This design comes from an exercise in tuning for small area and a short achievable clock period on the open sky130 flow, not from production work.
The RTL was checked by simulation tests, not by an equivalence proof against the original design.
No activity file was given, so power comes from the tool's default toggle rates.

## ex_unit
module ex_unit (
    input  logic        clk,
    input  logic        reset_i,
    input  logic        issue_valid_i,
    input  logic [31:0] issue_pc_i,
    input  logic [31:0] issue_inst_i,
    input  logic [31:0] issue_rs1_i,
    input  logic [31:0] issue_rs2_i,
    output logic        wb_we_o,
    output logic [4:0]  wb_rd_o,
    output logic [31:0] wb_data_o,
    output logic        jump_flag_o,
    output logic [31:0] jump_addr_o
);
    ex_top u_top (
        .clk(clk), .reset_i(reset_i), .valid_i(issue_valid_i), .pc_i(issue_pc_i),
        .inst_i(issue_inst_i), .rs1_i(issue_rs1_i), .rs2_i(issue_rs2_i),
        .wb_we_o(wb_we_o), .wb_rd_o(wb_rd_o), .wb_data_o(wb_data_o),
        .jump_flag_o(jump_flag_o), .jump_addr_o(jump_addr_o)
    );
endmodule
Settings: LEC_CHECK=0, CAP_MARGIN=20, CORE_MARGIN=2, CORE_UTILIZATION=40, CTS_BUF_LIST=sky130_fd_sc_hd__clkbuf_8, SETUP_SLACK_MARGIN=2.35, SLEW_MARGIN=20; clock period 5.0 ns.
standard.sh (not shown) runs the stock make flow with config.mk's settings and CLKGATE_MAP_FILE= SYNTH_SCRIPT=/design/flow/synth_recipe.tcl, a recipe that flattens the netlist after the stock synthesis.
==> flow/flow/run.sh <==
#!/bin/bash
# Standard ORFS layout; only the port buffers differ: small buffers instead of
# the resizer's default pick.
set -euo pipefail
export BUFFER_PORTS_ARGS="-buffer_cell sky130_fd_sc_hd__buf_1"
bash standard.sh > standard.log 2>&1
The starting point completed without violations.
==> next run, changes <==
Settings changed: ABC_AREA set to 1, SETUP_SLACK_MARGIN 2.35 to 2.45.
Result:
- die area rises by 8.3%
- sequential power hardly moves
- clock skew hardly moves
- utilization falls by 2.3 points
==> next run, changes <==
Settings changed: ABC_AREA 1 to unset, SYNTH_HIERARCHICAL set to 1.
Effect:
- The changed run passed the timing, design-rule and antenna checks
- wire length goes down by 16%
- global-route usage goes down by 3.9 points
- hold slack is better by 0.030 ns
- combinational power goes up by 6.6%
- clock power goes down by about 7%
- setup slack is worse by 0.055 ns
- clock skew stays flat
- final area goes up by 0.36%
- power goes down by 1.7%
==> next run, changes <==
Settings changed: CTS_BUF_LIST sky130_fd_sc_hd__clkbuf_8 to sky130_fd_sc_hd__clkbuf_4 sky130_fd_sc_hd__clkbuf_8, SYNTH_HIERARCHICAL 1 to unset.
Effect: The new run went through all stages and came out clean. Core utilization came out lower by 0.16 points. Total power came out lower by about 0.3%. Setup slack improved by 0.064 ns. Count of clock-buffer cells in the layout came out higher by 2. Die area came out lower by 1.5%. Hold slack improved by 0.0094 ns. Flip-flop and latch count stays the same.

## quartz
ex_unit, a different RTL version from the one above (not shown whole).
For scale: about 200 I/O pins, ~11000 um^2 of cells after synthesis.
Design ex_unit, start of the top module:
module ex_unit (
    input  logic        clk,
    input  logic        reset_i,
    input  logic        issue_valid_i,
    input  logic [31:0] issue_pc_i,
    input  logic [31:0] issue_inst_i,
    input  logic [31:0] issue_rs1_i,
    input  logic [31:0] issue_rs2_i,
    output logic        wb_we_o,
    output logic [4:0]  wb_rd_o,
    output logic [31:0] wb_data_o,
    output logic        jump_flag_o,
    output logic [31:0] jump_addr_o
);
clock: 5.0 ns
lec_check: 0
cap_margin: 20
core_margin: 2
core_utilization: 40
setup_slack_margin: 2.8
slew_margin: 20
==> flow/flow/run.sh <==
#!/bin/bash
# Standard ORFS layout; only the port buffers differ: small buffers instead of
# the resizer's default pick.
set -euo pipefail
export BUFFER_PORTS_ARGS="-buffer_cell sky130_fd_sc_hd__buf_2"
bash standard.sh > standard.log 2>&1
--- input diff quartz..onyx ---
# quartz
export LEC_CHECK = 0
export CAP_MARGIN = 20
export CORE_MARGIN = 2
export CORE_UTILIZATION = 40
export SETUP_SLACK_MARGIN = 2.8
export SLEW_MARGIN = 20
create_clock -name core_clock -period 5.0 [get_ports {clk}]
# onyx
export LEC_CHECK = 0
export CAP_MARGIN = 20
export CORE_MARGIN = 2
export CORE_UTILIZATION = 40
export SETUP_SLACK_MARGIN = 2.5
export SLEW_MARGIN = 20
create_clock -name core_clock -period 5.0 [get_ports {clk}]
--- outcome ---
- Global-route usage over all layers sits lower in onyx than in quartz.
- Via count of the first global-routing pass in onyx vs quartz: down about 5%
- On worst path setup slack after routing, onyx does worse than quartz.
- Number of antenna violations at the first check in global routing in onyx vs quartz: up 3
- Looking at final area, onyx sits 10% below quartz.
Modified inputs, garnet compared to onyx
# onyx
export LEC_CHECK = 0
export CAP_MARGIN = 20
export CORE_MARGIN = 2
export CORE_UTILIZATION = 40
export SETUP_SLACK_MARGIN = 2.5
export SLEW_MARGIN = 20
create_clock -name core_clock -period 5.0 [get_ports {clk}]
# garnet
export LEC_CHECK = 0
export CAP_MARGIN = 20
export CORE_MARGIN = 2
export CORE_UTILIZATION = 60
export SETUP_SLACK_MARGIN = 2.2
export SLEW_MARGIN = 20
create_clock -name core_clock -period 5.0 [get_ports {clk}]
Findings:
Critical path depth (lower): garnet. garnet vs onyx, post-CTS clock slew at the launch and capture registers of the worst setup and hold paths went down by 0.02 ns. Measured against garnet, the non-clock buffer count of onyx comes out at 1.19 times the reference value. Across garnet and onyx, none had a timing, DRC or antenna violation. Comparing part of the cycle the worst path needs for garnet and onyx, the smaller number came from onyx. The run showing the smaller post-layout utilization of the core is onyx. The run showing the greater worst vdd rail ir drop is garnet. Sequential share of layout area (higher): garnet. Of garnet and onyx, the run reporting the higher portion of total power attributed to combinational logic was onyx. garnet vs. onyx: count of clock-buffer cells in the layout up 1; number of cells in the finished layout apart from fillers down 164.

what the ideal ports hide:
Ports are ideal in the flow. The routed layouts listed here were re-timed in OpenROAD. Step 1 assumes that a clkbuf_16 drives the clock port and a buf_2 every other input. Step 2 times the ports against the registers' clock, not the clock port: input delays grow and output delays shrink by t, the midpoint of the rising clock arrivals with the driver on. a / b / c = no drivers / after step 1 / after step 2; a / b = the first two.
| run | t, ns | setup WS [ns] | hold WS [ns] | worst slew at a driven data input, ns | pins driven straight from the clock port |
|---|---|---|---|---|---|
| the first run of note 1 | 0.517 | 2.363 / 2.363 / 1.937 | 0.443 / 0.443 / 0.443 | 0.05 | 1 |
| the second run of note 1 | 0.538 | 2.474 / 2.502 / 1.964 | 0.410 / 0.410 / 0.410 | 0.06 | 1 |
| the third run of note 1 | 0.524 | 2.419 / 2.419 / 1.944 | 0.439 / 0.439 / 0.439 | 0.05 | 1 |
| the fourth run of note 1 | 0.530 | 2.482 / 2.490 / 1.974 | 0.449 / 0.449 / 0.449 | 0.07 | 1 |
| quartz | 0.496 | 2.219 / 2.219 / 2.101 | 0.443 / 0.443 / 0.443 | 0.08 | 1 |
| onyx | 0.491 | 2.213 / 2.213 / 2.052 | 0.441 / 0.441 / 0.441 | 0.07 | 1 |
| garnet | 0.489 | 2.145 / 2.145 / 1.742 | 0.437 / 0.437 / 0.437 | 0.07 | 1 |
After both steps setup and hold are still met in every run listed. For the second run of note 1, which loses most, drivers alone change the setup slack by +0.028 ns; drivers and shift together by -0.510 ns.
